This is an optimization exercise on Yosys and OpenROAD, whose aim is small area, a short achievable clock period and few clock cycles per item, not a production implementation. The RTL was checked by simulation tests, not by an equivalence proof against the original design. No driver is modelled on the clock port, so clocking that relies on it looks cheaper here than on a real chip. Power is estimated from default activity; no workload was simulated.

Design dot_product_sequencer, start of the top module:
module dot_product_sequencer #(
    parameter int unsigned ADDR_W = 10,
    parameter int unsigned LEN_W  = 10
) (
    input  logic              clk,
    input  logic              rst,
    input  logic              start,
    input  logic [LEN_W-1:0]  len,
    input  logic [ADDR_W-1:0] a_base,
    input  logic [ADDR_W-1:0] b_base,
    output logic              mem_rd,
    output logic [ADDR_W-1:0] mem_addr_a,
    output logic [ADDR_W-1:0] mem_addr_b,
    input  logic [31:0]       mem_rdata_a,
    input  logic [31:0]       mem_rdata_b,
    output logic              busy,
    output logic              done,
    output logic [31:0]       result
);
For scale: roughly 2500 cells after synthesis, about 26000 sq um of cells after synthesis.
==> flow/config.mk <==
export PLATFORM = sky130hd
export DESIGN_NAME = dot_product_sequencer
export DESIGN_NICKNAME = dot_product_sequencer
export VERILOG_FILES = /design/flow/design.v
export SDC_FILE = /design/flow/constraint.sdc
export NUM_CORES = 4
export LEC_CHECK = 0
export CAP_MARGIN = 20
export CORE_MARGIN = 2
export CORE_UTILIZATION = 66
export SLEW_MARGIN = 20
==> flow/constraint.sdc <==
create_clock -name core_clock -period 12.0 [get_ports {clk}]
set_input_delay 2.4000 -clock core_clock [delete_from_list [all_inputs] [get_ports {clk}]]
set_output_delay 2.4000 -clock core_clock [all_outputs]
set_load 0.01 [all_outputs]
standard.sh (not shown) runs the stock make flow with config.mk's settings and CLKGATE_MAP_FILE= SYNTH_SCRIPT=/design/flow/synth_recipe.tcl, a recipe that flattens the netlist after the stock synthesis.
==> flow/flow/run.sh <==
#!/bin/bash
set -e
export SETUP_SLACK_MARGIN=7.8
export BUFFER_PORTS_ARGS="-buffer_cell sky130_fd_sc_hd__buf_1"
R=orfs/results/sky130hd/dot_product_sequencer/base
bash standard.sh synth > synth.log 2>&1
cp $R/1_2_yosys.v 1_2_yosys.standard.v
python3 flow/fapol.py 1_2_yosys.standard.v $R/1_2_yosys.v > fapol.log 2>&1
bash standard.sh cts > cts.log 2>&1
SKEW_BUFS="sky130_fd_sc_hd__clkbuf_1 sky130_fd_sc_hd__clkbuf_1 sky130_fd_sc_hd__clkbuf_1 sky130_fd_sc_hd__clkbuf_8" SKEW_DB=$R/4_cts.odb openroad -no_init -exit flow/skew.tcl > skew.log 2>&1
bash standard.sh finish > standard.log 2>&1
Other scripts of this flow, unchanged in this note and not shown: flow/flow/fapol.py, flow/flow/skew.tcl
Testbench counts at the start, summed over its fixed seeds: cycles 8,591, items 320.
==> next run, changes <==
--- a/flow/flow/run.sh
+++ b/flow/flow/run.sh
@@ -10 +10 @@
-SKEW_BUFS="sky130_fd_sc_hd__clkbuf_1 sky130_fd_sc_hd__clkbuf_1 sky130_fd_sc_hd__clkbuf_1 sky130_fd_sc_hd__clkbuf_8" SKEW_DB=$R/4_cts.odb openroad -no_init -exit flow/skew.tcl > skew.log 2>&1
+SKEW_BUFS="sky130_fd_sc_hd__clkbuf_1 sky130_fd_sc_hd__clkbuf_1 sky130_fd_sc_hd__clkbuf_8" SKEW_DB=$R/4_cts.odb openroad -no_init -exit flow/skew.tcl > skew.log 2>&1
CORE_UTILIZATION = 60   (was 66)
What happened: Power came out lower by 1.7%. Routed wire length fell by 1.6%. Maximum frequency is higher by 0.80%. Count of clock-buffer cells in the layout rises by 1. Design area stays flat. Global-route usage falls by 3.7 points. Hold slack got worse by 12 ps. Sequential cell count does not change. Via count is lower by 3.4%. Utilization fell by 7.0 points.
==> next run, changes <==
--- a/flow/flow/run.sh
+++ b/flow/flow/run.sh
@@ -3 +3 @@
-export SETUP_SLACK_MARGIN=7.8
+export SETUP_SLACK_MARGIN=7.7
@@ -10 +10 @@
-SKEW_BUFS="sky130_fd_sc_hd__clkbuf_1 sky130_fd_sc_hd__clkbuf_1 sky130_fd_sc_hd__clkbuf_8" SKEW_DB=$R/4_cts.odb openroad -no_init -exit flow/skew.tcl > skew.log 2>&1
+SKEW_BUFS="sky130_fd_sc_hd__clkbuf_1 sky130_fd_sc_hd__clkbuf_1 sky130_fd_sc_hd__clkbuf_1 sky130_fd_sc_hd__clkbuf_8" SKEW_DB=$R/4_cts.odb openroad -no_init -exit flow/skew.tcl > skew.log 2>&1
Effect: Final area is about the same; power grows by about 2.8%; worst hold slack hardly moves; core utilization increases by 0.13 points; via count is higher by 0.91%; combinational power climbs by about 2%; die area stays the same; maximum frequency shrinks by about 3.5%; clock power rises by about 10%.

## what the ideal ports hide
In the flow no input, the clock included, has a driving cell. The finished layouts below were timed again as built, in two steps.
Step 1 sets driving cells, clkbuf_16 on the clock port and buf_2 on the other inputs (assumed; they add their load-dependent delay and slew).
Step 2, shift: input delay + t, output delay - t, t = (earliest + latest rising clock arrival at the registers) / 2. This alone moves slack from input paths to output paths.
Three values: ideal ports, drivers, drivers and shift; two values: the first two.
| run | t, ns | setup slack, ns | latest minus earliest clock arrival (ns) |
|---|---|---|---|
| the first run | 0.872 | 8.035 / 8.035 / 7.370 | 0.552 / 0.552 |
| the second run | 0.819 | 8.067 / 8.105 / 7.286 | 0.410 / 0.410 |
| the third run | 0.858 | 7.923 / 7.923 / 7.329 | 0.478 / 0.478 |
Clock arrivals are far apart in every run listed, so t is only a midpoint there and step 2 fits no single register. The setup slack of the second run, which loses most, moves by +0.038 ns with the drivers and by -0.781 ns with both steps.
